Source: an optimization exercise on an open RTL-to-GDS flow (aim: small area and a short achievable clock period). Production flows keep margins and buffers that such runs may drop.
The RTL was checked by simulation tests, not by an equivalence proof against the original design.
Power is estimated from default activity; no workload was simulated.

==> flow/config.mk <==
export PLATFORM = sky130hd
export DESIGN_NAME = frame_gen_top
export DESIGN_NICKNAME = frame_gen_top
export VERILOG_FILES = /design/flow/design.v
export SDC_FILE = /design/flow/constraint.sdc
export NUM_CORES = 4
export LEC_CHECK = 0
export CAP_MARGIN = 20
export CORE_MARGIN = 2
export CORE_UTILIZATION = 60
export SLEW_MARGIN = 20
export SYNTH_HIERARCHICAL = 1
==> flow/constraint.sdc <==
create_clock -name core_clock -period 12.0 [get_ports {sys_clk}]
set_input_delay 2.4000 -clock core_clock [delete_from_list [all_inputs] [get_ports {sys_clk}]]
set_output_delay 2.4000 -clock core_clock [all_outputs]
set_load 0.01 [all_outputs]
==> flow/design.v <==
`default_nettype none
package frame_gen_pkg;
	typedef logic [47:0] mac_addr_t;
	typedef logic [31:0] ip_addr_t;
	typedef logic [15:0] udp_port_t;
	typedef logic [2:0]  cfg_addr_t;
	typedef logic [31:0] cfg_word_t;
	typedef enum logic [1:0] {
		KIND_UDP  = 2'd0,
		KIND_ARP  = 2'd1,
		KIND_ICMP = 2'd2
	} frame_kind_t;
	typedef struct packed {
		logic      enable;
		mac_addr_t local_mac;
		ip_addr_t  local_ip;
		mac_addr_t peer_mac;
		ip_addr_t  peer_ip;
		udp_port_t src_port;
		udp_port_t dst_port;
	} frame_cfg_t;
	typedef struct packed {
		logic [7:0] data;
		logic       last;
	} stream_beat_t;
	localparam cfg_addr_t REG_CTRL         = 3'd0;  
	localparam cfg_addr_t REG_LOCAL_MAC_HI = 3'd1;
	localparam cfg_addr_t REG_LOCAL_MAC_LO = 3'd2;
	localparam cfg_addr_t REG_LOCAL_IP     = 3'd3;
	localparam cfg_addr_t REG_PEER_MAC_HI  = 3'd4;
	localparam cfg_addr_t REG_PEER_MAC_LO  = 3'd5;
	localparam cfg_addr_t REG_PEER_IP      = 3'd6;
	localparam cfg_addr_t REG_PORTS        = 3'd7;  
	localparam mac_addr_t DEF_LOCAL_MAC = 48'h0024_7EDF_CA5E;
	localparam ip_addr_t  DEF_LOCAL_IP  = {8'd192, 8'd168, 8'd0, 8'd119};
	localparam mac_addr_t DEF_PEER_MAC  = 48'h00D0_0800_0002;
	localparam ip_addr_t  DEF_PEER_IP   = {8'd192, 8'd168, 8'd0, 8'd110};
	localparam udp_port_t DEF_PORT      = 16'd8080;
	localparam logic [15:0] ETH_TYPE_IPV4  = 16'h0800;
	localparam logic [15:0] ETH_TYPE_ARP   = 16'h0806;
	localparam logic [15:0] ARP_OP_REQUEST = 16'h0001;
	localparam logic [7:0]  IP_PROTO_UDP   = 8'd17;
	localparam logic [7:0]  IP_PROTO_ICMP  = 8'd1;
	localparam logic [7:0]  IP_TTL         = 8'h80;
	localparam logic [31:0]  UDP_FLAG_WORD = 32'hE1EC_0C0D;
	localparam logic [127:0] UDP_PAYLOAD   = 128'h1234_5611_1134_5678_1234_5678_AABB_CCDD;
	localparam logic [15:0]  ICMP_ID       = 16'h0001;
	localparam logic [15:0]  ICMP_SEQ      = 16'h0005;
	localparam logic [255:0] ICMP_PAYLOAD  =
		256'h6162_6364_6566_6768_696a_6b6c_6d6e_6f70_7172_7374_7576_7761_6263_6465_6667_6869;
	localparam int ETH_HDR_BYTES   = 14;
	localparam int IP_HDR_BYTES    = 20;
	localparam int ARP_BYTES       = 42;
	localparam int ICMP_BYTES      = 74;
	localparam int UDP_BYTES       = 62;
	localparam int MIN_FRAME_BYTES = 60;
	localparam int FCS_BYTES       = 4;
	localparam int MAX_BODY_BYTES  = ICMP_BYTES;
	localparam int BYTE_IDX_W      = $clog2(MAX_BODY_BYTES);
	localparam int FRAMES_PER_KIND   = 5;
	localparam int FRAME_CNT_W       = $clog2(FRAMES_PER_KIND);
	localparam int GAP_CYCLES        = 16;
	localparam int GAP_CNT_W         = $clog2(GAP_CYCLES);
	localparam logic [31:0] CRC_POLY = 32'hEDB8_8320;
	function automatic int padded_len(input int n);
		int r;
		if (n < MIN_FRAME_BYTES)
			r = MIN_FRAME_BYTES;
		else
			r = n;
		padded_len = r;
	endfunction
endpackage
`default_nettype wire
`timescale 1ns/1ps
`default_nettype none
module frame_cfg_wr (
	input  logic       sys_rst,
	input  logic       cfg_we,
	input  frame_gen_pkg::cfg_addr_t  cfg_addr,
	input  frame_gen_pkg::cfg_word_t  cfg_wdata,
	output logic [7:0]  we0,
	output logic [7:0]  we1,
	output logic [7:0]  hold,
	output logic [31:0] d_one
);
	always_comb
		for (int a = 0; a < 8; a++) begin
			we0[a]  = !sys_rst && cfg_we && (cfg_addr == 3'(a));
			we1[a]  = sys_rst || (cfg_we && (cfg_addr == 3'(a)));
			hold[a] = !we1[a];
		end
	assign d_one = sys_rst ? 32'hFFFF_FFFF : cfg_wdata;
endmodule
module frame_cfg_regs (
	input  logic       sys_clk,
	input  logic       sys_rst,
	input  logic       cfg_we,
	input  frame_gen_pkg::cfg_addr_t  cfg_addr,
	input  frame_gen_pkg::cfg_word_t  cfg_wdata,
	output frame_gen_pkg::frame_cfg_t cfg
);
	logic [7:0]  we0;
	logic [7:0]  we1;
	logic [7:0]  hold;
	logic [31:0] d_one;
	frame_cfg_wr u_wr (
		.sys_rst   (sys_rst),
		.cfg_we    (cfg_we),
		.cfg_addr  (cfg_addr),
		.cfg_wdata (cfg_wdata),
		.we0       (we0),
		.we1       (we1),
		.hold      (hold),
		.d_one     (d_one)
	);
	function automatic logic [31:0] upd(input int a, input logic [31:0] def, input logic [31:0] q);
		upd = ({32{we0[a]}} & ~def & cfg_wdata) | ({32{we1[a]}} & def & d_one) | ({32{hold[a]}} & q);
	endfunction
	always_ff @(posedge sys_clk) begin
		cfg.enable           <= 1'(upd(frame_gen_pkg::REG_CTRL, 32'h0, 32'(cfg.enable)));
		cfg.local_mac[47:32] <= 16'(upd(frame_gen_pkg::REG_LOCAL_MAC_HI, 32'(frame_gen_pkg::DEF_LOCAL_MAC[47:32]),
			32'(cfg.local_mac[47:32])));
		cfg.local_mac[31:0]  <= upd(frame_gen_pkg::REG_LOCAL_MAC_LO, frame_gen_pkg::DEF_LOCAL_MAC[31:0], cfg.local_mac[31:0]);
		cfg.local_ip         <= upd(frame_gen_pkg::REG_LOCAL_IP, frame_gen_pkg::DEF_LOCAL_IP, cfg.local_ip);
		cfg.peer_mac[47:32]  <= 16'(upd(frame_gen_pkg::REG_PEER_MAC_HI, 32'(frame_gen_pkg::DEF_PEER_MAC[47:32]),
			32'(cfg.peer_mac[47:32])));
		cfg.peer_mac[31:0]   <= upd(frame_gen_pkg::REG_PEER_MAC_LO, frame_gen_pkg::DEF_PEER_MAC[31:0], cfg.peer_mac[31:0]);
		cfg.peer_ip          <= upd(frame_gen_pkg::REG_PEER_IP, frame_gen_pkg::DEF_PEER_IP, cfg.peer_ip);
		{cfg.src_port, cfg.dst_port} <= upd(frame_gen_pkg::REG_PORTS,
			{frame_gen_pkg::DEF_PORT, frame_gen_pkg::DEF_PORT}, {cfg.src_port, cfg.dst_port});
	end
endmodule
module frame_reg #(
	parameter int W = 8
) (
	input  logic         sys_clk,
	input  logic         load,
	input  logic         keep,
	input  logic [W-1:0] d,
	output logic [W-1:0] q
);
	always_ff @(posedge sys_clk)
		q <= ({W{load}} & d) | ({W{keep}} & q);
endmodule
`default_nettype wire
`timescale 1ns/1ps
`default_nettype none
module frame_byte_dec (
	input  frame_gen_pkg::frame_kind_t kind,
	input  logic [6:0]  idx,
	output logic [24:0] sel,
	output logic [7:0]  cbyte
);
	logic [7:0] lo;   
	logic [9:0] hi;   
	logic k_udp, k_arp, k_icmp, k_ip;
	assign k_arp  = (kind == frame_gen_pkg::KIND_ARP);
	assign k_icmp = (kind == frame_gen_pkg::KIND_ICMP);
	assign k_udp  = !k_arp && !k_icmp;
	assign k_ip   = !k_arp;
	always_comb begin
		for (int i = 0; i < 8; i++)
			lo[i] = (idx[2:0] == 3'(i));
		for (int i = 0; i < 10; i++)
			hi[i] = (idx[6:3] == 4'(i));
	end
	assign sel[0] = (k_ip && hi[0] && lo[1]);  
	assign sel[1] = (k_ip && hi[0] && lo[2]);  
	assign sel[2] = (k_ip && hi[0] && lo[3]);  
	assign sel[3] = (k_ip && hi[0] && lo[4]);  
	assign sel[4] = (k_ip && hi[0] && lo[5]);  
	assign sel[5] = (k_arp && hi[2] && lo[6]) || (hi[0] && lo[6]);  
	assign sel[6] = (k_arp && hi[2] && lo[7]) || (hi[0] && lo[7]);  
	assign sel[7] = (k_arp && hi[3] && lo[0]) || (hi[1] && lo[0]);  
	assign sel[8] = (k_arp && hi[3] && lo[1]) || (hi[1] && lo[1]);  
	assign sel[9] = (k_arp && hi[3] && lo[2]) || (hi[1] && lo[2]);  
	assign sel[10] = (k_arp && hi[3] && lo[3]) || (hi[1] && lo[3]);  
	assign sel[11] = (k_arp && hi[3] && lo[4]) || (k_ip && hi[3] && lo[2]);  
	assign sel[12] = (k_arp && hi[3] && lo[5]) || (k_ip && hi[3] && lo[3]);  
	assign sel[13] = (k_arp && hi[3] && lo[6]) || (k_ip && hi[3] && lo[4]);  
	assign sel[14] = (k_arp && hi[3] && lo[7]) || (k_ip && hi[3] && lo[5]);  
	assign sel[15] = (k_arp && hi[4] && lo[6]) || (k_ip && hi[3] && lo[6]);  
	assign sel[16] = (k_arp && hi[4] && lo[7]) || (k_ip && hi[3] && lo[7]);  
	assign sel[17] = (k_arp && hi[5] && lo[0]) || (k_ip && hi[4] && lo[0]);  
	assign sel[18] = (k_arp && hi[5] && lo[1]) || (k_ip && hi[4] && lo[1]);  
	assign sel[19] = (k_udp && hi[4] && lo[2]);  
	assign sel[20] = (k_udp && hi[4] && lo[3]);  
	assign sel[21] = (k_udp && hi[4] && lo[4]);  
	assign sel[22] = (k_udp && hi[4] && lo[5]);  
	assign sel[23] = (k_ip && hi[3] && lo[0]);  
	assign sel[24] = (k_ip && hi[3] && lo[1]);  
	assign cbyte[0] = (k_arp && hi[0] && (lo[1] || lo[2] || lo[3] || lo[4] || lo[5])) || (k_arp && hi[1] && lo[7]) || (k_arp && hi[2] && lo[5]) || (k_icmp && hi[4] && (lo[4] || lo[7])) || (k_icmp && hi[5] && (lo[1] || lo[4] || lo[6])) || (k_icmp && hi[6] && (lo[0] || lo[4] || lo[6])) || (k_icmp && hi[7] && (lo[0] || lo[2] || lo[4] || lo[6])) || (k_icmp && hi[8] && (lo[0] || lo[1] || lo[3] || lo[5] || lo[7])) || (k_icmp && hi[9] && lo[1]) || (k_udp && hi[5] && lo[5]) || (k_udp && hi[6] && lo[1]) || (k_udp && hi[7] && (lo[3] || lo[5])) || (k_ip && hi[1] && lo[6]) || (k_ip && hi[2] && lo[7]) || (k_ip && hi[5] && lo[2]) || (k_ip && hi[6] && lo[2]);
	assign cbyte[1] = (k_arp && hi[0] && (lo[1] || lo[2] || lo[3] || lo[4] || lo[5])) || (k_arp && hi[1] && lo[5]) || (k_arp && hi[2] && lo[2]) || (k_icmp && hi[4] && lo[5]) || (k_icmp && hi[5] && (lo[3] || lo[4] || lo[7])) || (k_icmp && hi[6] && (lo[3] || lo[7])) || (k_icmp && hi[7] && (lo[4] || lo[7])) || (k_icmp && hi[8] && (lo[0] || lo[2] || lo[3] || lo[6] || lo[7])) || (k_udp && hi[5] && lo[6]) || (k_udp && hi[6] && lo[6]) || (k_udp && hi[7] && lo[2]) || (k_ip && hi[6] && (lo[0] || lo[4])) || (k_ip && hi[7] && (lo[0] || lo[3]));
	assign cbyte[2] = (k_arp && hi[0] && (lo[1] || lo[2] || lo[3] || lo[4] || lo[5])) || (k_arp && hi[1] && lo[5]) || (k_arp && hi[2] && (lo[2] || lo[3])) || (k_icmp && hi[2] && lo[1]) || (k_icmp && hi[4] && (lo[4] || lo[5])) || (k_icmp && hi[5] && (lo[1] || lo[6])) || (k_icmp && hi[6] && (lo[5] || lo[6])) || (k_icmp && hi[7] && (lo[6] || lo[7])) || (k_icmp && hi[8] && (lo[0] || lo[4] || lo[5] || lo[6] || lo[7])) || (k_udp && hi[4] && lo[7]) || (k_udp && hi[5] && (lo[3] || lo[4])) || (k_udp && hi[6] && (lo[3] || lo[4])) || (k_udp && hi[7] && lo[4]) || (k_ip && hi[1] && lo[6]) || (k_ip && hi[5] && (lo[5] || lo[7])) || (k_ip && hi[6] && (lo[0] || lo[7])) || (k_ip && hi[7] && (lo[0] || lo[5]));
	assign cbyte[3] = (k_arp && hi[0] && (lo[1] || lo[2] || lo[3] || lo[4] || lo[5])) || (k_arp && hi[2] && lo[0]) || (k_icmp && hi[2] && lo[1]) || (k_icmp && hi[4] && (lo[2] || lo[4])) || (k_icmp && hi[6] && (lo[1] || lo[2] || lo[3] || lo[4] || lo[6] || lo[7])) || (k_icmp && hi[7] && lo[0]) || (k_icmp && hi[9] && (lo[0] || lo[1])) || (k_udp && hi[4] && lo[7]) || (k_udp && hi[5] && (lo[3] || lo[4] || lo[5])) || (k_udp && hi[7] && (lo[1] || lo[2] || lo[3] || lo[4] || lo[5])) || (hi[1] && lo[4]) || (k_ip && hi[6] && lo[5]);
	assign cbyte[4] = (k_arp && hi[0] && (lo[1] || lo[2] || lo[3] || lo[4] || lo[5])) || (k_icmp && hi[4] && lo[5]) || (k_icmp && hi[7] && (lo[2] || lo[4] || lo[6] || lo[7])) || (k_icmp && hi[8] && lo[0]) || (k_udp && hi[2] && lo[7]) || (k_udp && hi[4] && lo[7]) || (k_udp && hi[5] && (lo[6] || lo[7])) || (k_udp && hi[6]) || (k_udp && hi[7] && lo[0]) || (k_ip && hi[2] && lo[1]) || (k_ip && hi[7] && (lo[1] || lo[3] || lo[5]));
	assign cbyte[5] = (k_arp && hi[0] && (lo[1] || lo[2] || lo[3] || lo[4] || lo[5])) || (k_icmp && hi[5] && (lo[4] || lo[5] || lo[6])) || (k_icmp && hi[6] && (lo[0] || lo[1] || lo[2] || lo[4] || lo[6])) || (k_icmp && hi[7] && (lo[0] || lo[4] || lo[5] || lo[6] || lo[7])) || (k_icmp && hi[8]) || (k_icmp && hi[9] && (lo[0] || lo[1])) || (k_ip && hi[2] && lo[1]) || (k_ip && hi[5] && (lo[2] || lo[3] || lo[7])) || (k_ip && hi[6] && (lo[3] || lo[5] || lo[7])) || (k_ip && hi[7] && (lo[1] || lo[2] || lo[3]));
	assign cbyte[6] = (k_arp && hi[0] && (lo[1] || lo[2] || lo[3] || lo[4] || lo[5])) || (k_icmp && hi[4] && (lo[4] || lo[5])) || (k_icmp && hi[5] && (lo[4] || lo[5] || lo[6] || lo[7])) || (k_icmp && hi[6] && (lo[1] || lo[2] || lo[3] || lo[6] || lo[7])) || (k_icmp && hi[7] && (lo[2] || lo[3] || lo[6] || lo[7])) || (k_icmp && hi[8]) || (k_icmp && hi[9] && (lo[0] || lo[1])) || (k_ip && hi[1] && lo[6]) || (k_ip && hi[2] && lo[4]) || (k_ip && hi[5] && (lo[2] || lo[3])) || (k_ip && hi[6] && (lo[0] || lo[4] || lo[5])) || (k_ip && hi[7] && (lo[0] || lo[1] || lo[4] || lo[5]));
	assign cbyte[7] = (k_arp && hi[0] && (lo[1] || lo[2] || lo[3] || lo[4] || lo[5])) || (k_udp && hi[5] && (lo[2] || lo[3])) || (k_udp && hi[7] && (lo[2] || lo[3] || lo[4] || lo[5])) || (k_ip && hi[2] && lo[6]);
endmodule
module frame_byte_sel (
	input  logic [24:0] sel,
	input  logic [7:0]  cbyte,
	input  frame_gen_pkg::mac_addr_t peer_mac,
	input  frame_gen_pkg::mac_addr_t local_mac,
	input  frame_gen_pkg::ip_addr_t  local_ip,
	input  frame_gen_pkg::ip_addr_t  peer_ip,
	input  frame_gen_pkg::udp_port_t src_port,
	input  frame_gen_pkg::udp_port_t dst_port,
	input  logic [15:0] ip_csum,
	output logic [7:0]  byte_out
);
	always_comb begin
		byte_out = cbyte;
		byte_out = byte_out | ({8{sel[0]}} & peer_mac[39:32]);
		byte_out = byte_out | ({8{sel[1]}} & peer_mac[31:24]);
		byte_out = byte_out | ({8{sel[2]}} & peer_mac[23:16]);
		byte_out = byte_out | ({8{sel[3]}} & peer_mac[15:8]);
		byte_out = byte_out | ({8{sel[4]}} & peer_mac[7:0]);
		byte_out = byte_out | ({8{sel[5]}} & local_mac[47:40]);
		byte_out = byte_out | ({8{sel[6]}} & local_mac[39:32]);
		byte_out = byte_out | ({8{sel[7]}} & local_mac[31:24]);
		byte_out = byte_out | ({8{sel[8]}} & local_mac[23:16]);
		byte_out = byte_out | ({8{sel[9]}} & local_mac[15:8]);
		byte_out = byte_out | ({8{sel[10]}} & local_mac[7:0]);
		byte_out = byte_out | ({8{sel[11]}} & local_ip[31:24]);
		byte_out = byte_out | ({8{sel[12]}} & local_ip[23:16]);
		byte_out = byte_out | ({8{sel[13]}} & local_ip[15:8]);
		byte_out = byte_out | ({8{sel[14]}} & local_ip[7:0]);
		byte_out = byte_out | ({8{sel[15]}} & peer_ip[31:24]);
		byte_out = byte_out | ({8{sel[16]}} & peer_ip[23:16]);
		byte_out = byte_out | ({8{sel[17]}} & peer_ip[15:8]);
		byte_out = byte_out | ({8{sel[18]}} & peer_ip[7:0]);
		byte_out = byte_out | ({8{sel[19]}} & src_port[15:8]);
		byte_out = byte_out | ({8{sel[20]}} & src_port[7:0]);
		byte_out = byte_out | ({8{sel[21]}} & dst_port[15:8]);
		byte_out = byte_out | ({8{sel[22]}} & dst_port[7:0]);
		byte_out = byte_out | ({8{sel[23]}} & ip_csum[15:8]);
		byte_out = byte_out | ({8{sel[24]}} & ip_csum[7:0]);
	end
endmodule
`default_nettype wire
`timescale 1ns/1ps
`default_nettype none
module fcs_crc_step (
	input  logic [31:0] cinv,
	input  logic [7:0]  x,
	output logic [31:0] cinv_next
);
	function automatic logic [31:0] crc_tab(input logic [7:0] v);
		logic [31:0] r;
		r = {24'h0, v};
		for (int b = 0; b < 8; b++)
			r = r[0] ? ((r >> 1) ^ frame_gen_pkg::CRC_POLY) : (r >> 1);
		crc_tab = r;
	endfunction
	assign cinv_next = {8'hFF, cinv[31:8]} ^ crc_tab(x);
endmodule
`default_nettype wire
`timescale 1ns/1ps
`default_nettype none
module frame_gen_top (
	input  logic         sys_clk,
	input  logic         sys_rst,
	input  logic         cfg_we,
	input  frame_gen_pkg::cfg_addr_t    cfg_addr,
	input  frame_gen_pkg::cfg_word_t    cfg_wdata,
	output frame_gen_pkg::stream_beat_t tx_beat,
	output logic         tx_valid,
	input  logic         tx_ready
);
	frame_gen_pkg::frame_cfg_t  cfg;
	frame_cfg_regs u_cfg_regs (
		.sys_clk   (sys_clk),
		.sys_rst   (sys_rst),
		.cfg_we    (cfg_we),
		.cfg_addr  (cfg_addr),
		.cfg_wdata (cfg_wdata),
		.cfg       (cfg)
	);
	logic       frame_start;
	logic       frame_done;
	logic       valid;      
	logic       busy;       
	logic       gap_done;
	logic [4:0] cnt;
	logic [2:0] frame_cnt;
	frame_gen_pkg::frame_kind_t frame_kind;
	frame_gen_pkg::frame_kind_t next_kind;
	assign busy     = frame_start || valid || frame_done;
	assign gap_done = !busy && cfg.enable && (cnt == 5'd15);
	always_ff @(posedge sys_clk) begin
		if (sys_rst) begin
			cnt         <= '0;
			frame_start <= 1'b0;
		end else begin
			frame_start <= gap_done;
			if (busy) begin
				if (frame_done)
					cnt <= '0;
				else if (!frame_start && cnt != 5'd20)
					cnt <= cnt + 1'b1;
			end else if (!cfg.enable || gap_done) begin
				cnt <= '0;
			end else begin
				cnt <= cnt + 1'b1;
			end
		end
	end
	always_comb begin
		case (frame_kind)
			frame_gen_pkg::KIND_UDP: next_kind = frame_gen_pkg::KIND_ARP;
			frame_gen_pkg::KIND_ARP: next_kind = frame_gen_pkg::KIND_ICMP;
			default:  next_kind = frame_gen_pkg::KIND_UDP;
		endcase
	end
	always_ff @(posedge sys_clk) begin
		if (sys_rst) begin
			frame_kind <= frame_gen_pkg::KIND_UDP;
			frame_cnt  <= '0;
		end else if (frame_done) begin
			if (frame_cnt == 3'd4) begin
				frame_cnt  <= '0;
				frame_kind <= next_kind;
			end else begin
				frame_cnt <= frame_cnt + 1'b1;
			end
		end
	end
	frame_gen_pkg::mac_addr_t s_local_mac;
	frame_gen_pkg::ip_addr_t  s_local_ip;
	logic [39:0]              s_peer_mac;  
	frame_gen_pkg::ip_addr_t  s_peer_ip;
	frame_gen_pkg::udp_port_t s_src_port;
	frame_gen_pkg::udp_port_t s_dst_port;
	logic                     snap_keep;
	assign snap_keep = !frame_start;
	frame_reg #(.W(48)) u_s_local_mac (.sys_clk(sys_clk), .load(frame_start), .keep(snap_keep), .d(cfg.local_mac),       .q(s_local_mac));
	frame_reg #(.W(32)) u_s_local_ip  (.sys_clk(sys_clk), .load(frame_start), .keep(snap_keep), .d(cfg.local_ip),        .q(s_local_ip));
	frame_reg #(.W(40)) u_s_peer_mac  (.sys_clk(sys_clk), .load(frame_start), .keep(snap_keep), .d(cfg.peer_mac[39:0]),  .q(s_peer_mac));
	frame_reg #(.W(32)) u_s_peer_ip   (.sys_clk(sys_clk), .load(frame_start), .keep(snap_keep), .d(cfg.peer_ip),         .q(s_peer_ip));
	frame_reg #(.W(16)) u_s_src_port  (.sys_clk(sys_clk), .load(frame_start), .keep(snap_keep), .d(cfg.src_port),        .q(s_src_port));
	frame_reg #(.W(16)) u_s_dst_port  (.sys_clk(sys_clk), .load(frame_start), .keep(snap_keep), .d(cfg.dst_port),        .q(s_dst_port));
	logic [15:0] cs_acc;
	logic        cs_c;
	logic [3:0]  cs_nib;
	logic [4:0]  cs_sum;
	logic [63:0] cs_words;
	logic [15:0] ip_csum;
	assign cs_words = {s_peer_ip, s_local_ip};
	assign cs_nib   = cnt[4] ? 4'h0 : cs_words[cnt[3:0]*4 +: 4];
	assign cs_sum   = 5'(cs_acc[3:0]) + 5'(cs_nib) + 5'(cs_c);
	always_ff @(posedge sys_clk) begin
		if (frame_start) begin
			cs_c   <= 1'b0;
			cs_acc <= (frame_kind == frame_gen_pkg::KIND_ICMP) ? 16'h053E : 16'h0542;
		end else if (cnt != 5'd20) begin
			cs_c   <= cs_sum[4];
			cs_acc <= {cs_sum[3:0], cs_acc[15:4]};
		end
	end
	assign ip_csum = ~{cs_acc[15:1], cs_acc[0] | cs_c};
	logic [6:0]  nidx;
	logic [6:0]  last_idx;
	logic [24:0] nsel;
	logic [7:0]  nconst;
	logic [7:0]  nxt_byte;
	always_comb begin
		case (frame_kind)
			frame_gen_pkg::KIND_ARP:  last_idx = 7'd59;
			frame_gen_pkg::KIND_ICMP: last_idx = 7'd73;
			default:                  last_idx = 7'd61;
		endcase
	end
	frame_byte_dec u_byte_dec (
		.kind  (frame_kind),
		.idx   (nidx),
		.sel   (nsel),
		.cbyte (nconst)
	);
	frame_byte_sel u_byte_sel (
		.sel       (nsel),
		.cbyte     (nconst),
		.peer_mac  ({8'h00, s_peer_mac}),
		.local_mac (s_local_mac),
		.local_ip  (s_local_ip),
		.peer_ip   (s_peer_ip),
		.src_port  (s_src_port),
		.dst_port  (s_dst_port),
		.ip_csum   (ip_csum),
		.byte_out  (nxt_byte)
	);
	logic [7:0]  out_data;
	logic        out_last;
	logic        fcs;        
	logic        is_last;    
	logic [1:0]  fcs_cnt;
	logic [31:0] cinv;
	logic [7:0]  crc_x;
	logic [31:0] cinv_next;
	logic        xfer;
	logic        crc_keep;
	assign xfer     = valid && tx_ready;
	assign crc_x    = fcs ? 8'h00 : (~cinv[7:0] ^ out_data);
	assign crc_keep = !xfer && !frame_start;
	fcs_crc_step u_crc_step (.cinv(cinv), .x(crc_x), .cinv_next(cinv_next));
	frame_reg #(.W(32)) u_crc (.sys_clk(sys_clk), .load(xfer), .keep(crc_keep), .d(cinv_next), .q(cinv));
	always_ff @(posedge sys_clk) begin
		if (sys_rst) begin
			valid      <= 1'b0;
			out_last   <= 1'b0;
			frame_done <= 1'b0;
		end else begin
			frame_done <= xfer && out_last;
			if (frame_start) begin
				valid    <= 1'b1;
				out_last <= 1'b0;
			end else if (xfer) begin
				if (out_last)
					valid <= 1'b0;
				out_last <= fcs && (fcs_cnt == 2'd2);
			end
		end
	end
	always_ff @(posedge sys_clk) begin
		if (frame_start) begin
			fcs      <= 1'b0;
			is_last  <= 1'b0;
			nidx     <= 7'd1;
		end else if (xfer) begin
			if (fcs || is_last) begin
				fcs      <= 1'b1;
				fcs_cnt  <= is_last ? 2'd0 : fcs_cnt + 1'b1;
				is_last  <= 1'b0;
			end else begin
				nidx     <= nidx + 1'b1;
				is_last  <= (nidx == last_idx);
			end
		end
	end
	logic [7:0] out_d;
	logic       out_load;
	logic       out_keep;
	assign out_load = frame_start || xfer;
	assign out_keep = !out_load;
	assign out_d    = frame_start ? ((frame_kind == frame_gen_pkg::KIND_ARP) ? 8'hFF : cfg.peer_mac[47:40])
		: (fcs || is_last) ? cinv_next[7:0] : nxt_byte;
	frame_reg #(.W(8)) u_out_data (.sys_clk(sys_clk), .load(out_load), .keep(out_keep), .d(out_d), .q(out_data));
	assign tx_valid     = valid;
	assign tx_beat.data = out_data;
	assign tx_beat.last = out_last;
endmodule
`default_nettype wire
==> flow/flow/run.sh <==
#!/bin/bash
# Own layout flow: the standard layout (standard.sh, unchanged synthesis),
# with repair_timing asked for a larger setup margin so that it optimises the
# paths below the 12 ns constraint as well, and a flatter clock tree without
# dummy loads. flow/extra.txt holds further make variables, one per line.
# Full output of the ORFS run goes to standard.log here; ORFS also keeps each
# step's log under orfs/logs/.
set -euo pipefail
MARGIN=$(cat flow/margin.txt)
CTS="-sink_clustering_enable -repair_clock_nets -dont_use_dummy_load $(cat flow/cts.txt)"
EXTRA=()
if [[ -f flow/extra.txt ]]; then
	while IFS= read -r line; do
		[[ -n "$line" ]] && EXTRA+=("$line")
	done < flow/extra.txt
fi
bash standard.sh SETUP_SLACK_MARGIN="$MARGIN" "CTS_ARGS=$CTS" "${EXTRA[@]}" finish > standard.log 2>&1
==> flow/flow/cts.txt <==
-sink_clustering_size 30 -sink_clustering_max_diameter 100
==> flow/flow/extra.txt <==
BUFFER_PORTS_ARGS=-buffer_cell sky130_fd_sc_hd__buf_1
==> flow/flow/margin.txt <==
9.0
==> flow/standard.sh <==
#!/bin/bash
# synth_recipe.tcl (not shown) runs the flow's synth.tcl, then flattens the netlist and writes it again
# the make line also repeats each setting of config.mk as NAME=value (left out here)
make -C /OpenROAD-flow-scripts/flow DESIGN_CONFIG=/design/flow/config.mk WORK_HOME=/design/flow/orfs CLKGATE_MAP_FILE= SYNTH_SCRIPT=/design/flow/synth_recipe.tcl "${@:-finish}"
==> metrics.md, run 1 <==
| Metric | Value |
|---|---|
| Status | complete, no violations |
| Detailed-route wire length | 72.3 mm |
| Critical path capture point type | primary output |
| Die Area | 34,300 um^2 |
| Pwr dens | 112 nW/um^2 |
| GPL Wtd Cong | roughly 0.94 |
| Max incr delay on CP | between 0.3 and 0.4 ns |
| Clock-pin slew on the worst setup and hold paths | between 0.1 and 0.15 ns |
| Leakage | between 9 and 10 nW |
| Detailed-route via count | 16,388 |
| RSZ-0062 raised after global routing | yes |
| Root Buffer | clkbuf_16 |
| Tmin final | roughly 3.4 ns |
| Hpwl dp | between 30 and 40 mm |
| GR met2 Demand/Resource | between 60 and 70% |
| Clock H-tree levels | 1 |
| Syn Nets | 1,821 |
| Setup-failing EPs final | 0 |
| Final count of hold timing violations | 0 |
| Core Rows | 66 |
| Critical path class | register to primary output |
| Critical path data required time | 9.60 ns |
| I/O Buffers | 48 |
| DRT iter0 DRCs | 2,497 |
| Die H | 185 um |
| Placed Cells | approximately 2,100 |
| Vias per inst | roughly 7.2 |
| Initial core utilization | just over 60% |
| Hold Path Stages | 1 |
| Post-Syn Area | 19,700 um^2 |
| R2R cell count | 13 |
| TritonCTS Buffers | 19 |
| Max cap viols | 0 |
| Peak supply drop | 0.000100 V |
| HP Class | register to register |
| Core area | 32,500 um^2 |
| Layout cells sized above 1 | 22.7% |
| I/O pins | 49 |
| Slew @ Worst Pin | about 1.1 ns |
| Final Slew Violations | 0 |
| Fillcell total | 2,368 |
| Fmax achieved | 0.294 GHz |
| CP Buf/Inv Count | 1 |
| Busiest grt layer | met2 |
| Final critical-path share of the clock period | 28.3% |
| TritonRoute pass-1 iters | 6 |
| Number of stages on the worst setup path | 1 |
| CP arrival | 1.00 ns |
| # nets final | between 1,500 and 2,000 |
| Final antenna-violating net count | 0 |
| Chip width | 185 um |
| # DRC | 0 |
| Longest Clk Path Bufs | 3 |
| Crit-path leading delay family | flip-flops |
| Clock Skew | 0.0787 ns |
| Largest net degree at the start of global routing | 110 |
| First-pass GRT wire length | 100 mm |
| R2r setup slk | 8.71 ns |
| Initial antenna violation count | 2 |
| Vias in the first global route | 14,869 |
| Met1 usage | 52.6% |
| Cells after Synth | 1,765 |
| Total GRT Usage | 39.7% |
| Met3 Use GR | between 7 and 8% |
| Layout area overhead | 16.0% |
| Yosys warns | 17 |
| CTS tree | done |
| Slowest CP cell | dfxtp_2 |
| CTS sink cnt | 459 |
| Sum Neg Setup Slack | 0 ns |
| Hold Buf Count CTS | 0 |
| Grt ovf | 0 |
| Critical path peak fanout | 2 |
| Syn avg cell area | between 10 and 15 um^2 |
| Worst-skew pair later-pin latency | ~0.58 ns |
| Wire length per cell | 31.9 um |
| Finished Layout Cells | 2,264 |
| Normalized max-slew margin | 26.2% |
| Ordered cell list for the critical path | buf_6 |
| Worst Setup Start Kind | register |
## report_power, final
group / switching [mW] / internal (mW)
logic: 0.111 / 0.0839
registers: 0.0236 / 1.58
clock network: 0.470 / 0.288
## metrics by stage
step	area [um^2]	hold WS (ns)	utilization (%)	setup WS, ns	power (mW)
after detailed placement	19700	0.455	60.6	7.24	1.75
final	22800	0.473	70.4	8.60	2.55
after global placement	19700	0.453	60.6	7.28	1.75
after global routing	22800	0.495	70.4	8.57	2.61
after floorplan	20000	0.439	-	8.58	1.71
after CTS	22000	0.470	67.9	8.58	2.52
## registers in the layout (all words and copies together), names as in the netlist, 32 cells and up
signal and flops:
u_s_peer_mac.q 40, u_s_peer_ip.q 32, u_s_local_ip.q 32, u_cfg_regs.cfg 193, u_crc.q 32, u_s_local_mac.q 48
## timing repair
action | CTS | global route
gates resized for setup | 242 | 92
pin swaps | 51 | 100
setup endpoints to repair | 224 | 213
gates cloned | 21 | 11
setup buffers | 68 | 25
## cells in the final DEF, fill, tap and decap left out, types with 13 or more instances in the layout
| master | instances |
|---|---|
| a22oi_1 | 53 |
| mux2i_1 | 17 |
| edfxtp_1 | 18 |
| dfxtp_1 | 420 |
| xnor2_1 | 27 |
| ha_1 | 13 |
| buf_4 | 65 |
| clkbuf_16 | 26 |
| xor2_1 | 25 |
| a21oi_1 | 30 |
| or2_2 | 14 |
| buf_1 | 32 |
| nand3_1 | 24 |
| nand2_1 | 37 |
| nor2_4 | 16 |
| inv_1 | 31 |
| a22o_1 | 430 |
| buf_12 | 28 |
| o21ai_0 | 17 |
| or2_4 | 23 |
| buf_6 | 43 |
| a221oi_2 | 18 |
| nor2_1 | 65 |
## worst paths after layout
kind                                                  from                       end
worst max-delay path               u_out_data.q[2]$_DFF_P_                tx_beat[3]
worst min-delay path            u_cfg_regs.cfg[32]$_DFF_P_  u_s_peer_ip.q[0]$_DFF_P_
worst max register to register  frame_kind[1]$_SDFFE_PP0P_   u_out_data.q[6]$_DFF_P_
worst min register to register  u_cfg_regs.cfg[32]$_DFF_P_  u_s_peer_ip.q[0]$_DFF_P_
## layer usage
| metal | part of all wire, % | up-vias | routed length, um |
|---|---|---|---|
| met5 | 0 | - | 0 |
| met4 | 7.3 | 0 | 5280 |
| met3 | 11 | 307 | 8200 |
| met2 | 44 | 1174 | 31600 |
| met1 | 38 | 8065 | 27200 |
| li1 | - | 6842 | - |
## final cells by class
| type | instances | area [um^2] | share of cell area, % |
|---|---|---|---|
| antenna | 2 | 5.00 | 0.0219 |
| clock buffer | 19 | 475 | 2.08 |
| inverter | 36 | 158 | 0.690 |
| multi-input combinational | 1106 | 9840 | 43.1 |
| sequential | 459 | 9420 | 41.2 |
| timing repair buffer | 200 | 2400 | 10.5 |
| tap | 442 | 553 | 2.42 |
==> run 2: changes to the inputs <==
==> flow/flow/margin.txt (replaced) <==
8.5
--- a/flow/config.mk
+++ b/flow/config.mk
@@ -7,6 +7,6 @@
 export LEC_CHECK = 0
 export CAP_MARGIN = 20
 export CORE_MARGIN = 2
-export CORE_UTILIZATION = 60
+export CORE_UTILIZATION = 70
 export SLEW_MARGIN = 20
 export SYNTH_HIERARCHICAL = 1
removed: flow/flow/extra.txt
==> metrics.md, run 2 <==
| Metric | Value |
|---|---|
| Status | complete, no violations |
| Final antenna-violating net count | 0 (unchanged) |
| Longest Clk Path Bufs | 3 (unchanged) |
| Detailed-route wire length | 63.4 mm (-12%) |
| Largest regs | u_cfg_regs.cfg x193, u_s_local_mac.q x48, u_s_peer_mac.q x40 |
| Clock H-tree levels | 1 (unchanged) |
| Total GRT Usage | 42.0% (+2.3 points) |
| Chip width | 172 um (-7.3%) |
| RSZ-0062 raised after global routing | no |
| Clock Skew | 0.0500 ns (-0.0287 ns) |
| Placed Cells | 2,050 (-3.2%) |
| Hpwl dp | 39.4 mm (-1.1%) |
| Max reg flops | 193 (unchanged) |
| Core Rows | 61 (-7.6%) |
| Normalized max-slew margin | 18.9% (-7.2 points) |
| DRT iter0 DRCs | 2,584 (+3.5%) |
| Max cap viols | 0 (unchanged) |
| Final count of hold timing violations | 0 (unchanged) |
| Peak supply drop | 0.000128 V (+28%) |
| Yosys warns | 17 (unchanged) |
| First-pass GRT wire length | 92.4 mm (-7.6%) |
| Critical path peak fanout | 12 (+10) |
| Busiest grt layer | met2 |
| Vias in the first global route | 14,629 (-1.6%) |
| Util after Layout | 75.6% (+5.2 points) |
| Setup-failing EPs final | 0 (unchanged) |
| Leakage | 8.43 nW (-8.5%) |
| Setup WS post-layout | 8.47 ns (-0.132 ns) |
| Sum Neg Setup Slack | 0 ns (unchanged) |
| Final Slew Violations | 0 (unchanged) |
| HP Class | register to register |
| CTS sink cnt | 459 (unchanged) |
| Hold Worst Slack | 0.469 ns (-0.00387 ns) |
| CP arrival | 4.02 ns (+3.02 ns) |
| GR met2 Demand/Resource | 60.9% (-0.92 points) |
| Critical path data required time | 12.48 ns (+2.88 ns) |
| Initial antenna violation count | 1 (-1) |
| Final critical-path share of the clock period | 29.4% (+1.1 points) |
| TritonCTS Buffers | 19 (unchanged) |
| Die H | 172 um (-7.3%) |
| Wire length per cell | 29.9 um (-6.4%) |
| GPL Wtd Cong | 0.936 (about the same) |
| Most common cell after layout, fill and taps aside | a22o_1 |
| Critical path class | input port to register |
| Pwr dens | 119 nW/um^2 (+6.5%) |
| Grt ovf | 0 (unchanged) |
| Worst Setup Start Kind | input port |
| Hold Buf Count CTS | 0 (unchanged) |
| Fmax achieved | 0.283 GHz (-3.7%) |
| Worst-skew pair later-pin latency | 0.57 ns (about the same) |
| Largest net degree at the start of global routing | 115 (+4.5%) |
| Most frequent cells in the layout | a22o_1 (430), dfxtp_1 (426), nor2_1 (74) |
| # DRC | 0 (unchanged) |
| Cells after Synth | 1,765 (unchanged) |
| Placed cell areas | 19,700 um^2 (+0.24%) |
| Total chip power | 2.50 mW (-2.0%) |
| Clock-pin slew on the worst setup and hold paths | 0.12 ns (about the same) |
| Tmin final | 3.53 ns (+0.132 ns) |
| Post-route cell area | 21,000 um^2 (-8.0%) |
| Root Buffer | clkbuf_16 |
| Layout area overhead | 6.67% |
| Met1 usage | 57.0% (+4.4 points) |
| # nets final | 1,801 (-4.1%) |
| Met3 Use GR | 10.4% (+2.6 points) |
| I/O pins | 49 (unchanged) |
| I/O Buffers | 48 (unchanged) |
| TritonRoute pass-1 iters | 6 (unchanged) |
| Setup slack at placement | 7.05 ns (-0.186 ns) |
| Layout cells sized above 1 | 15.3% (-7.4 points) |
| Detailed-route via count | 15,849 (-3.3%) |
| Initial core utilization | 70.9% (+10 points) |
| Largest Register | u_cfg_regs.cfg |
| Die Area | 29,500 um^2 (-14%) |
| Post-Syn Area | 19,700 um^2 (unchanged) |
| Finished Layout Cells | 2,122 (-6.3%) |
| CTS tree | done |
| Core area | 27,800 um^2 (-14%) |
| Critical path capture point type | register |
| Syn Nets | 1,821 (unchanged) |
| Slew @ Worst Pin | 1.21 ns (+0.104 ns) |
| Vias per inst | 7.47 (+3.2%) |
| Syn avg cell area | 11.2 um^2 (unchanged) |
==> run 2: layer usage <==
layer	share of wire, %	vias to the layer above	routed length (um)
li1	-	6662	-
met1	38	7685	24200
met2	42	1232	26600
met3	13	270	8370
met4	6.8	0	4310
met5	0	-	0
==> run 2: final cells by class <==
cell class	instances	area, um^2
flip-flops and latches	459	9400
multi-input cells	1107	9320
fillers	1916	6770
repair buffers	121	1190
clock buffers	19	475
well taps	378	473
inverters	36	149
repair inverters	1	7.51
diodes	1	2.50
==> run 2: what timing repair did <==
item	CTS	global route
pin swaps	11	6
setup buffers	27	18
setup endpoints to repair	243	122
cloned	7	0
gates resized for setup	98	41
==> run 2: critical path, stage by stage <==
cell	delay, ns
clkdlybuf4s15_2	0.48
nand2b_1	0.47
nor2_4	0.45
a22o_1	0.21
==> run 2: final timing paths <==
check | end | start | cells past startpoint | slack, ns
setup / recovery | u_cfg_regs.cfg[152]$_DFF_P_ | cfg_addr[1] | 4 | 8.47
hold / removal | u_s_local_mac.q[27]$_DFF_P_ | u_cfg_regs.cfg[171]$_DFF_P_ | 1 | 0.47
setup reg to reg | u_out_data.q[2]$_DFF_P_ | nidx[0]$_SDFFE_PP1P_ | 12 | 8.55
hold reg to reg | u_s_local_mac.q[27]$_DFF_P_ | u_cfg_regs.cfg[171]$_DFF_P_ | 1 | 0.47
==> run 2: where the power goes <==
| part | switching [mW] | total, mW | internal [mW] | leakage [nW] |
|---|---|---|---|---|
| Clock | 0.461 | 0.748 | 0.287 | 0.234 |
| Combinational | 0.0916 | 0.151 | 0.0594 | 4.43 |
| Sequential | 0.0241 | 1.60 | 1.58 | 3.77 |
==> run 3: changes to the inputs <==
==> flow/flow/extra.txt (new file) <==
BUFFER_PORTS_ARGS=-buffer_cell sky130_fd_sc_hd__buf_2
--- a/flow/config.mk
+++ b/flow/config.mk
@@ -7,6 +7,6 @@
 export LEC_CHECK = 0
 export CAP_MARGIN = 20
 export CORE_MARGIN = 2
-export CORE_UTILIZATION = 70
+export CORE_UTILIZATION = 60
 export SLEW_MARGIN = 20
 export SYNTH_HIERARCHICAL = 1
==> metrics.md, run 3 <==
| Metric | Value |
|---|---|
| Status | complete, no violations |
| Finished Layout Cells | 2,156 (+1.6%) |
| Syn avg cell area | 11.2 um^2 (unchanged) |
| Total GRT Usage | 36.4% (-5.6 points) |
| Cells after Synth | 1,765 (unchanged) |
| TritonCTS Buffers | 19 (unchanged) |
| Final antenna-violating net count | 0 (unchanged) |
| Detailed-route wire length | 63.3 mm (-0.16%) |
| Clock Skew | 0.0751 ns (+0.0251 ns) |
| Origin of the worst setup path | cfg_addr[0] |
| Clock-pin slew on the worst setup and hold paths | 0.11 ns (about the same) |
| Max cap viols | 0 (unchanged) |
| DRT iter0 DRCs | 1,777 (-31%) |
| Vias per inst | 7.01 (-6.2%) |
| Final count of hold timing violations | 0 (unchanged) |
| GPL Wtd Cong | 0.962 (+2.8%) |
| Hold Path Origin | u_cfg_regs.cfg[128]$_DFF_P_ |
| Pwr dens | 121 nW/um^2 (+1.5%) |
| Critical path class | input port to register |
| Largest net degree at the start of global routing | 212 (+84%) |
| I/O pins | 49 (unchanged) |
| Leakage | 8.25 nW (-2.1%) |
| Sum Neg Setup Slack | 0 ns (unchanged) |
| # DRC | 0 (unchanged) |
| Largest regs | u_cfg_regs.cfg x193, u_s_local_mac.q x48, u_s_peer_mac.q x40 |
| Total chip power | 2.48 mW (-0.90%) |
| Hold Buf Count CTS | 0 (unchanged) |
| Initial antenna violation count | 1 (unchanged) |
| Die Area | 34,300 um^2 (+16%) |
| Most common cell after layout, fill and taps aside | a22o_1 |
| Worst Setup Start Kind | input port |
| Critical path data required time | 12.47 ns (about the same) |
| Slew @ Worst Pin | 1.29 ns (+0.0766 ns) |
| First-pass GRT wire length | 92.3 mm (-0.11%) |
| Fmax achieved | 0.273 GHz (-3.5%) |
| Layout cells sized above 1 | 15.6% (+0.38 points) |
| Grt ovf | 0 (unchanged) |
| Fillcell total | 2,630 (+37%) |
| # nets final | 1,771 (-1.7%) |
| Core area | 32,500 um^2 (+17%) |
| Largest Register | u_cfg_regs.cfg |
| Wire length per cell | 29.4 um (-1.7%) |
| HP Class | register to register |
| Normalized max-slew margin | 13.8% (-5.1 points) |
| Hold Worst Slack | 0.482 ns (+0.0125 ns) |
| Core Rows | 66 (+8.2%) |
| Die H | 185 um (+7.8%) |
| Critical path peak fanout | 32 (+20) |
| Chip width | 185 um (+7.8%) |
| Tmin final | 3.66 ns (+0.128 ns) |
| RSZ-0062 raised after global routing | yes |
| Placed Cells | 2,120 (+3.4%) |
| Critical path capture point type | register |
| Final Slew Violations | 0 (unchanged) |
| Layout area overhead | 4.16% |
| Reg-to-Reg Start | cnt[2]$_SDFFE_PP0P_ |
| I/O Buffers | 48 (unchanged) |
| Syn Nets | 1,821 (unchanged) |
| CTS tree | done |
| Util after Layout | 63.2% (-12 points) |
| Hpwl dp | 40.9 mm (+3.9%) |
| CTS sink cnt | 459 (unchanged) |
| Vias in the first global route | 14,039 (-4.0%) |
| TritonRoute pass-1 iters | 6 (unchanged) |
| Longest Clk Path Bufs | 3 (unchanged) |
| Root Buffer | clkbuf_16 |
| Setup-failing EPs final | 0 (unchanged) |
| Final critical-path share of the clock period | 30.5% (+1.1 points) |
| Detailed-route via count | 15,106 (-4.7%) |
| Initial core utilization | 60.7% (-10 points) |
| CP arrival | 4.13 ns (+0.11 ns) |
| Worst-skew pair later-pin latency | 0.56 ns (about the same) |
| Most frequent cells in the layout | a22o_1 (430), dfxtp_1 (427), nor2_1 (77) |
| Peak supply drop | 0.000102 V (-20%) |
| Post-Syn Area | 19,700 um^2 (unchanged) |
| Clock H-tree levels | 1 (unchanged) |
| Max reg flops | 193 (unchanged) |
| Yosys warns | 17 (unchanged) |
## run 3: layout make-up
cell class                 instances  area [um^2]  share of cell area (%)
timing repair buffer              95          698                    3.40
tap                              442          553                    2.70
multi-input combinational       1104         9250                    45.1
clock buffer                      19          475                    2.32
inverter                          36          145                   0.707
sequential                       459         9390                    45.8
antenna                            1         2.50                  0.0122
## run 3: path summary, 6_finish.rpt
| check | endpoint | slack, ns | depth (start not counted) |
|---|---|---|---|
| worst min-delay path | u_cfg_regs.cfg[128]$_DFF_P_ | 0.48 | 1 |
| worst min register to register | u_cfg_regs.cfg[128]$_DFF_P_ | 0.48 | 1 |
| worst max-delay path | u_cfg_regs.cfg[159]$_DFF_P_ | 8.34 | 4 |
| worst max register to register | cs_c$_SDFFE_PP0P_ | 8.58 | 9 |
## run 3: repair_timing
action,in CTS,in global routing
buffers inserted,7,5
resized for setup,27,39
gates cloned,2,1
pin swaps,7,5
endpoints found under the setup margin,174,106
## run 3: power breakdown
| group | internal [mW] | total (mW) | switching, mW |
|---|---|---|---|
| Sequential | 1.58 | 1.60 | 0.0229 |
| Clock | 0.287 | 0.748 | 0.460 |
| Combinational | 0.0461 | 0.130 | 0.0836 |
| Total | 1.91 | 2.48 | 0.567 |
## run 3: routing by layer
metal	share of wire, %	track usage, %
met3	10	6.63
met4	6.0	18.3
met2	43	55.2
met1	41	49.8
met5	0.077	1.19
## run 3: worst max-delay path: stages
cell     delay [ns]
buf_2          0.30
nor2b_1        0.19
a21oi_4        0.96
a22o_1         0.26
## run 3: per-stage QoR
step	setup WS, ns	area, um^2
2_1_floorplan	8.49	19700
3_3_place_gp	7.44	19600
4_1_cts	8.44	20300
6_report	8.34	20500
3_5_place_dp	7.41	19600
5_1_grt	8.32	20500
==> run 4: changes to the inputs <==
==> flow/flow/margin.txt (replaced) <==
8.7
removed: flow/flow/extra.txt
==> metrics.md, run 4 <==
| Metric | Value |
|---|---|
| Ordered cell list for the critical path | buf_6 |
| Slew @ Worst Pin | 1.22 ns (-0.0720 ns) |
| Slowest CP cell | dfxtp_2 |
| I/O pins | 49 (unchanged) |
| Syn avg cell area | 11.2 um^2 (unchanged) |
| Worst Setup Start Kind | register |
| Critical path capture point type | primary output |
| Detailed-route via count | 15,611 (+3.3%) |
| Most frequent cells in the layout | a22o_1 (430), dfxtp_1 (425), nor2_1 (70) |
| R2r setup slk | 8.70 ns (+0.12 ns) |
| Wire length per cell | 29.8 um (+1.4%) |
| CP Buf/Inv Count | 1 (unchanged) |
| Crit-path leading delay family | flip-flops |
| Core Rows | 66 (unchanged) |
| Critical path class | register to primary output |
| Core area | 32,500 um^2 (unchanged) |
| FF-to-FF End | u_out_data.q[6]$_DFF_P_ |
| Worst setup path end | tx_beat[4] |
| Root Buffer | clkbuf_16 |
| Largest Register | u_cfg_regs.cfg |
| Final count of hold timing violations | 0 (unchanged) |
| Setup slack at placement | 6.95 ns (-0.456 ns) |
| Longest Clk Path Bufs | 3 (unchanged) |
| TritonRoute pass-1 iters | 6 (unchanged) |
| GPL Wtd Cong | 0.977 (+1.6%) |
| Tmin final | 3.40 ns (-0.259 ns) |
| Chip width | 185 um (unchanged) |
| Layout cells sized above 1 | 18.4% (+2.8 points) |
| Yosys warns | 17 (unchanged) |
| Final Slew Violations | 0 (unchanged) |
| Clock Skew | 0.0593 ns (-0.0158 ns) |
| Reg-to-Reg Start | frame_kind[1]$_SDFFE_PP0P_ |
| Die Area | 34,300 um^2 (unchanged) |
| Status | complete, no violations |
| HP Class | register to register |
| Vias per inst | 7.07 (+0.91%) |
| Util after Layout | 66.5% (+3.3 points) |
| Initial core utilization | 60.7% (unchanged) |
| CP arrival | 1.00 ns (-3.13 ns) |
| Number of stages on the worst setup path | 1 (-3) |
| Final critical-path share of the clock period | 28.4% (-2.2 points) |
| # DRC | 0 (unchanged) |
| First-pass GRT wire length | 95.2 mm (+3.2%) |
| Syn Nets | 1,821 (unchanged) |
| Setup WS post-layout | 8.60 ns (+0.259 ns) |
| TritonCTS Buffers | 19 (unchanged) |
| DRT iter0 DRCs | 2,065 (+16%) |
| Placed Cells | 2,116 (-0.19%) |
| Fmax achieved | 0.294 GHz (+7.6%) |
| Final antenna-violating net count | 0 (unchanged) |
| Setup-failing EPs final | 0 (unchanged) |
| Clock H-tree levels | 1 (unchanged) |
| Total GRT Usage | 37.6% (+1.2 points) |
| Max incr delay on CP | 0.37 ns (-0.59 ns) |
| Most common cell after layout, fill and taps aside | a22o_1 |
| Layout area overhead | 9.65% |
| Largest net degree at the start of global routing | 123 (-42%) |
| Peak supply drop | 0.000100 V (-1.9%) |
| Die H | 185 um (unchanged) |
| I/O Buffers | 48 (unchanged) |
| Vias in the first global route | 14,274 (+1.7%) |
| Hold Buf Count CTS | 0 (unchanged) |
| R2R cell count | 13 (+4) |
| Initial antenna violation count | 1 (unchanged) |
| CTS sink cnt | 459 (unchanged) |
| Largest regs | u_cfg_regs.cfg x193, u_s_local_mac.q x48, u_s_peer_mac.q x40 |
| Hpwl dp | 41.1 mm (+0.36%) |
| Post-Syn Area | 19,700 um^2 (unchanged) |
| Total chip power | 2.50 mW (+1.1%) |
| Origin of the worst setup path | u_out_data.q[3]$_DFF_P_ |
| Pwr dens | 116 nW/um^2 (-4.0%) |
| Max reg flops | 193 (unchanged) |
| RSZ-0062 raised after global routing | yes |
| Finished Layout Cells | 2,208 (+2.4%) |
| # nets final | 1,824 (+3.0%) |
| Normalized max-slew margin | 18.6% (+4.8 points) |
| Leakage | 8.65 nW (+4.8%) |
| Worst-skew pair later-pin latency | 0.54 ns (-0.02 ns) |
| Sum Neg Setup Slack | 0 ns (unchanged) |
| ANT cells | 0 (-1) |
| Detailed-route wire length | 65.7 mm (+3.8%) |
| Grt ovf | 0 (unchanged) |
| Max cap viols | 0 (unchanged) |
| Critical path peak fanout | 2 (-94%) |
| Cells after Synth | 1,765 (unchanged) |
| Clock-pin slew on the worst setup and hold paths | 0.11 ns (about the same) |
| Critical path data required time | 9.60 ns (-2.87 ns) |
| CTS tree | done |
## run 4: cell types whose count changed in the layout (fill, tap and decap cells not counted), moves of 4 or more
cell             change
a21oi_2              +4
a21oi_1              -5
nor3_2               +5
nor2_1               -7
buf_12              +11
nor3_1               -4
nor2_2               +5
buf_6               +12
buf_2               -45
buf_4               +36
clkdlybuf4s50_1     +28
## run 4: metal layers
layer / up-vias / wire length, um / track usage, %
met5: - / 53 / 1.19
met3: 183 / 6860 / 6.41
li1: 6725 / - / -
met2: 1031 / 28700 / 57.3
met4: 2 / 3220 / 14.5
met1: 7670 / 26900 / 53.3
## run 4: area by class of cell
cell class	count	area [um^2]
clock buffers	19	475
well taps	442	553
inverters	36	145
fillers	2531	10900
multi-input cells	1107	9530
flip-flops and latches	459	9400
repair buffers	144	1490
repair inverters	1	7.51
## run 4: how the worst min path moves through the flow
stage / depth (start not counted) / slack [ns] / end / start
floorplan: 1 / 0.44 / u_s_peer_mac.q[14]$_DFF_P_ / u_s_peer_mac.q[14]$_DFF_P_
global placement: 1 / 0.45 / u_s_peer_mac.q[19]$_DFF_P_ / u_s_peer_mac.q[19]$_DFF_P_
detailed placement: 1 / 0.45 / u_s_local_mac.q[13]$_DFF_P_ / u_s_local_mac.q[13]$_DFF_P_
CTS: 1 / 0.48 / u_s_peer_ip.q[20]$_DFF_P_ / u_cfg_regs.cfg[52]$_DFF_P_
global route: 1 / 0.50 / u_cfg_regs.cfg[50]$_DFF_P_ / u_cfg_regs.cfg[50]$_DFF_P_
finish: 1 / 0.48 / u_cfg_regs.cfg[12]$_DFF_P_ / u_cfg_regs.cfg[12]$_DFF_P_
## run 4: where the power goes
group          switching, mW  internal [mW]
sequential            0.0240           1.58
combinational         0.0902         0.0578
clock                  0.467          0.288
## run 4: what timing repair did
| item | in CTS | in global routing |
|---|---|---|
| pin swaps | 24 | 22 |
| gates cloned | 7 | 2 |
| setup buffers | 51 | 13 |
| endpoints found under the setup margin | 249 | 63 |
| resized for setup | 161 | 51 |
## run 4: per-stage QoR
stage	cell area [um^2]	hold WS, ns
6_report	21600	0.481
5_1_grt	21600	0.496
4_1_cts	21200	0.485
3_5_place_dp	19900	0.455
3_3_place_gp	19900	0.452
2_1_floorplan	19900	0.439
==> run 5: changes to the inputs <==
==> flow/flow/margin.txt (replaced) <==
8.5
==> metrics.md, run 5 <==
| Metric | Value |
|---|---|
| DRT iter0 DRCs | 2,129 (+3.1%) |
| Pwr dens | 119 nW/um^2 (+2.9%) |
| Final count of hold timing violations | 0 (unchanged) |
| Cells after Synth | 1,765 (unchanged) |
| Crit-path leading delay family | buffers and inverters |
| Status | complete, no violations |
| R2R cell count | 12 (-1) |
| ANT cells | 0 (unchanged) |
| TritonRoute pass-1 iters | 6 (unchanged) |
| Syn avg cell area | 11.2 um^2 (unchanged) |
| Syn Nets | 1,821 (unchanged) |
| # nets final | 1,797 (-1.5%) |
| Post-Syn Area | 19,700 um^2 (unchanged) |
| Layout area overhead | 6.26% |
| Clock-pin slew on the worst setup and hold paths | 0.12 ns (about the same) |
| Tmin final | 3.51 ns (+0.102 ns) |
| Detailed-route via count | 15,494 (-0.75%) |
| Clock H-tree levels | 1 (unchanged) |
| Max cap viols | 0 (unchanged) |
| Fmax achieved | 0.285 GHz (-2.9%) |
| Worst-skew pair later-pin latency | 0.56 ns (+0.02 ns) |
| Most frequent cells in the layout | a22o_1 (430), dfxtp_1 (426), nor2_1 (78) |
| Slew @ Worst Pin | 1.10 ns (-0.113 ns) |
| Grt ovf | 0 (unchanged) |
| Largest Register | u_cfg_regs.cfg |
| Setup-failing EPs final | 0 (unchanged) |
| Peak supply drop | 0.000104 V (+3.4%) |
| Vias in the first global route | 14,194 (-0.56%) |
| Initial core utilization | 60.7% (unchanged) |
| Vias per inst | 7.10 (+0.48%) |
| Sum Neg Setup Slack | 0 ns (unchanged) |
| Initial antenna violation count | 2 (+1) |
| Core Rows | 66 (unchanged) |
| Hold Path Stages | 1 (unchanged) |
| Final critical-path share of the clock period | 29.2% (+0.85 points) |
| RSZ-0062 raised after global routing | no |
| Total chip power | 2.50 mW (-0.27%) |
| Ordered cell list for the critical path | clkdlybuf4s18_2 -> nand2_1 -> nor2_4 -> buf_4 -> a22o_2 |
| Largest net degree at the start of global routing | 93 (-24%) |
| Root Buffer | clkbuf_16 |
| # DRC | 0 (unchanged) |
| Final Slew Violations | 0 (unchanged) |
| Largest regs | u_cfg_regs.cfg x193, u_s_local_mac.q x48, u_s_peer_mac.q x40 |
| Number of stages on the worst setup path | 5 (+4) |
| Die H | 185 um (unchanged) |
| Worst Setup Start Kind | input port |
| I/O Buffers | 48 (unchanged) |
| Finished Layout Cells | 2,181 (-1.2%) |
| Longest Clk Path Bufs | 3 (unchanged) |
| Clock Skew | 0.0747 ns (+0.0155 ns) |
| CP arrival | 3.94 ns (+2.94 ns) |
| Leakage | 8.34 nW (-3.5%) |
| Placed Cells | 2,123 (+0.33%) |
| Slowest CP cell | clkdlybuf4s18_2 |
| Core area | 32,500 um^2 (unchanged) |
| GPL Wtd Cong | 0.911 (-6.7%) |
| Critical path class | input port to register |
| CTS tree | done |
| Max reg flops | 193 (unchanged) |
| Hpwl dp | 40.5 mm (-1.3%) |
| Total GRT Usage | 37.3% (-0.33 points) |
| First-pass GRT wire length | 94.3 mm (-0.99%) |
| Yosys warns | 17 (unchanged) |
| Hold Buf Count CTS | 0 (unchanged) |
| Chip width | 185 um (unchanged) |
| CTS sink cnt | 459 (unchanged) |
| Wire length per cell | 29.5 um (-1.0%) |
| Detailed-route wire length | 64.3 mm (-2.2%) |
| HP Class | register to register |
| CP Buf/Inv Count | 2 (+1) |
| Critical path peak fanout | 13 (+11) |
| Critical path capture point type | register |
| Critical path data required time | 12.44 ns (+2.84 ns) |
| Layout cells sized above 1 | 14.9% (-3.5 points) |
| I/O pins | 49 (unchanged) |
| TritonCTS Buffers | 19 (unchanged) |
| Normalized max-slew margin | 25.9% (+7.2 points) |
| Max incr delay on CP | 0.48 ns (+0.11 ns) |
| Die Area | 34,300 um^2 (unchanged) |
| Final antenna-violating net count | 0 (unchanged) |
| Most common cell after layout, fill and taps aside | a22o_1 |
## run 5: changes by cell type in the layout (fill, tap and decap cells not counted), sizes merged, moves of 2 or more
cell / change
buf: -29
clkbuf: -3
clkdlybuf4s15: +3
clkdlybuf4s50: +4
dlygate4sd2: -2
## run 5: what timing repair did
item,in CTS,in global routing
gates resized for setup,103,21
pin swaps,9,3
gates cloned,7,0
setup buffers,26,6
setup endpoints to repair,245,27
## run 5: per-stage QoR
| stage | hold WS, ns | utilization (%) | setup slack, ns | instance area [um^2] |
|---|---|---|---|---|
| after global routing | 0.495 | 64.5 | 8.50 | 20900 |
| after global placement | 0.452 | 61.3 | 7.03 | 19900 |
| after floorplan | 0.439 | - | 8.49 | 19700 |
| final | 0.466 | 64.5 | 8.49 | 20900 |
| after detailed placement | 0.455 | 61.3 | 6.99 | 19900 |
| after CTS | 0.461 | 64.1 | 8.51 | 20800 |
## run 5: report_power, final
group | switching (mW) | internal, mW
clock | 0.467 | 0.288
sequential | 0.0232 | 1.58
combinational | 0.0872 | 0.0541
total | 0.578 | 1.92
## run 5: worst paths after layout
kind / from / to / slack (ns)
min reg2reg: u_cfg_regs.cfg[123]$_DFF_P_ / u_s_local_ip.q[11]$_DFF_P_ / 0.47
max reg2reg: nidx[2]$_SDFFE_PP0P_ / u_out_data.q[2]$_DFF_P_ / 8.51
max: cfg_addr[0] / u_cfg_regs.cfg[6]$_DFF_P_ / 8.49
min: u_cfg_regs.cfg[123]$_DFF_P_ / u_s_local_ip.q[11]$_DFF_P_ / 0.47
## run 5: per-layer routing
layer,GRT usage (%),vias to the layer above,wire [um]
met5,0,-,13
met4,17.1,2,3510
met3,6.47,194,6090
met1,51.9,7731,26700
li1,-,6676,-
met2,56.6,891,28000
## run 5: final cells by class
| cell class | instances | area (um^2) |
|---|---|---|
| fill | 2638 | 11500 |
| sequential | 459 | 9400 |
| multi-input combinational | 1107 | 9300 |
| timing repair buffer | 117 | 1050 |
| tap | 442 | 553 |
| clock buffer | 19 | 475 |
| inverter | 36 | 149 |
| timing repair inverter | 1 | 7.51 |
## run 5: worst reg2reg max path: stages (launching register included)
cell       delay, ns
dfxtp_1         0.33
buf_8           0.19
or3_4           0.50
and3_1          0.19
and3_4          0.19
a2111oi_2       0.34
nand4_1         0.33
a21oi_1         0.22
nand3_1         0.23
or3_4           0.45
mux2i_1         0.14
a21oi_1         0.09
a22o_1          0.25
==> run 6: changes to the inputs <==
==> flow/flow/cts.txt (replaced) <==
-sink_clustering_size 24 -sink_clustering_max_diameter 80
==> metrics.md, run 6 <==
| Metric | Value |
|---|---|
| Initial antenna violation count | 0 (-2) |
| DRT iter0 DRCs | 2,108 (-0.99%) |
| CTS sink cnt | 459 (unchanged) |
| Root Buffer | clkbuf_16 |
| Clock H-tree levels | 1 (unchanged) |
| # DRC | 0 (unchanged) |
| Crit-path leading delay family | simple AND/OR/NAND/NOR gates |
| Normalized max-slew margin | 23.1% (-2.8 points) |
| RSZ-0062 raised after global routing | yes |
| Fmax achieved | 0.278 GHz (-2.7%) |
| Detailed-route wire length | 64.2 mm (-0.14%) |
| Most frequent cells in the layout | a22o_1 (430), dfxtp_1 (428), nor2_1 (77) |
| First-pass GRT wire length | 94.0 mm (-0.29%) |
| Peak supply drop | 0.000118 V (+14%) |
| Setup slack at placement | 6.99 ns (unchanged) |
| CP Buf/Inv Count | 1 (-1) |
| TritonCTS Buffers | 23 (+4) |
| Largest net degree at the start of global routing | 93 (unchanged) |
| Status | complete, no violations |
| Final count of hold timing violations | 0 (unchanged) |
| Pwr dens | 122 nW/um^2 (+2.1%) |
| Max incr delay on CP | 0.52 ns (+0.04 ns) |
| Yosys warns | 17 (unchanged) |
| Tmin final | 3.60 ns (+0.0970 ns) |
| P_int | 1.97 mW (+2.8%) |
| Vias in the first global route | 14,216 (+0.15%) |
| Final antenna-violating net count | 0 (unchanged) |
| Core area | 32,500 um^2 (unchanged) |
| Util after Layout | 64.7% (+0.17 points) |
| Grt ovf | 0 (unchanged) |
| Layout area overhead | 6.55% |
| Most common cell after layout, fill and taps aside | a22o_1 |
| Detailed-route via count | 15,366 (-0.83%) |
| Psw | 0.584 mW (+1.1%) |
| Cells after Synth | 1,765 (unchanged) |
| CP arrival | 4.03 ns (+0.09 ns) |
| Wire length per cell | 29.4 um (-0.23%) |
| Critical path data required time | 12.42 ns (-0.02 ns) |
| Clock share of power | 32.0% (+1.8 points) |
| Sw Ratio | 22.8% (-0.29 points) |
| Syn avg cell area | 11.2 um^2 (unchanged) |
| Final critical-path share of the clock period | 30.0% (+0.81 points) |
| Worst Setup Start Kind | register |
| Hpwl dp | 40.5 mm (unchanged) |
| Initial core utilization | 60.7% (unchanged) |
| Critical path class | register to register |
| Max reg flops | 193 (unchanged) |
| Vias per inst | 7.04 (-0.92%) |
| CTS tree | done |
| I/O Buffers | 48 (unchanged) |
| Max cap viols | 0 (unchanged) |
| Largest regs | u_cfg_regs.cfg x193, u_s_local_mac.q x48, u_s_peer_mac.q x40 |
| Largest Register | u_cfg_regs.cfg |
| HP Class | register to register |
| Syn Nets | 1,821 (unchanged) |
| Layout cells sized above 1 | 14.8% (-0.075 points) |
| Final Slew Violations | 0 (unchanged) |
| Sum Neg Setup Slack | 0 ns (unchanged) |
| Core Rows | 66 (unchanged) |
| Die Area | 34,300 um^2 (unchanged) |
| Cell mode on critical path | a21oi_1 |
| Leakage | 8.39 nW (+0.53%) |
| Worst-skew pair later-pin latency | 0.58 ns (+0.02 ns) |
| Combinational share of power | 5.5% (-0.2 points) |
| Setup-failing EPs final | 0 (unchanged) |
| Longest Clk Path Bufs | 3 (unchanged) |
| ANT cells | 0 (unchanged) |
| Clock-pin slew on the worst setup and hold paths | 0.10 ns (-0.02 ns) |
| Ordered cell list for the critical path | inv_1 -> ha_1 -> and3b_1 -> nand3_1 -> a21oi_1 -> or4_1 -> or3_1 -> a21oi_1 -> nand3_1 -> or3_4 -> mux2i_1 -> a21oi_1 -> a22o_1 |
| Sequential share of power | 62.6% (-1.5 points) |
| Critical path peak fanout | 7 (-6) |
| Chip width | 185 um (unchanged) |
| GPL Wtd Cong | 0.911 (unchanged) |
| Slew @ Worst Pin | 1.15 ns (+0.0421 ns) |
| Die H | 185 um (unchanged) |
| # nets final | 1,799 (+0.11%) |
| Setup WS post-layout | 8.40 ns (-0.0970 ns) |
| Clock Skew | 0.0769 ns (+0.00215 ns) |
| Slowest CP cell | or4_1 |
| TritonRoute pass-1 iters | 5 (-1) |
| Total GRT Usage | 37.1% (-0.13 points) |
| Critical path capture point type | register |
| Post-Syn Area | 19,700 um^2 (unchanged) |
| I/O pins | 49 (unchanged) |
run 6: metal layers:
metal | vias up | global-route usage [%] | share of wire (%) | wire length, um
met5 | - | 0 | 0 | 0
met2 | 863 | 57.4 | 44 | 28300
met3 | 177 | 6.33 | 9.9 | 6340
met1 | 7649 | 51.3 | 41 | 26200
li1 | 6677 | - | - | -
met4 | 0 | 16.2 | 5.1 | 3290
run 6: area by class of cell:
type                    count  area [um^2]
fillers                  2637        11500
flip-flops and latches    459         9390
multi-input cells        1106         9280
repair buffers            116         1030
clock buffers              23          576
well taps                 442          553
inverters                  36          149
repair inverters            1         7.51
run 6: power by group through the flow:
stage          Combinational [mW]  Sequential [mW]  Clock [mW]
2_1_floorplan              0.0738             1.63           0
3_3_place_gp                0.123             1.63           0
3_5_place_dp                0.125             1.63           0
4_1_cts                     0.135             1.60       0.821
5_1_grt                     0.145             1.60       0.877
6_report                    0.140             1.60       0.817
run 6: worst paths after layout:
path | depth (start not counted) | slack (ns) | from | to
worst max-delay path | 13 | 8.40 | frame_kind[0]$_SDFFE_PP0P_ | u_out_data.q[6]$_DFF_P_
worst min-delay path | 1 | 0.45 | u_cfg_regs.cfg[93]$_DFF_P_ | u_s_peer_mac.q[29]$_DFF_P_
worst max register to register | 13 | 8.40 | frame_kind[0]$_SDFFE_PP0P_ | u_out_data.q[6]$_DFF_P_
worst min register to register | 1 | 0.45 | u_cfg_regs.cfg[93]$_DFF_P_ | u_s_peer_mac.q[29]$_DFF_P_
run 6: timing repair:
item / 4_1_cts / 5_1_grt
resized for setup: 77 / 41
pin swaps: 9 / 3
setup buffers: 25 / 6
endpoints found under the setup margin: 244 / 101
hold buffers: 0 / 0
gates cloned: 5 / 1
run 6: through the flow:
stage	power (mW)	hold WS, ns	instances	area [um^2]
after floorplan	1.70	0.439	1765	19700
after global placement	1.76	0.452	2123	19900
after detailed placement	1.76	0.455	2123	19900
after CTS	2.56	0.451	2176	20900
after global routing	2.63	0.475	2183	21000
final	2.56	0.448	2183	21000

Check on run 6: ideal ports give 8.398 ns setup slack; a clkbuf_16 on the clock port and buf_2 on the inputs give 8.398 ns; moving port delays by the midpoint clock arrival (0.600 ns) as well gives 7.944 ns.
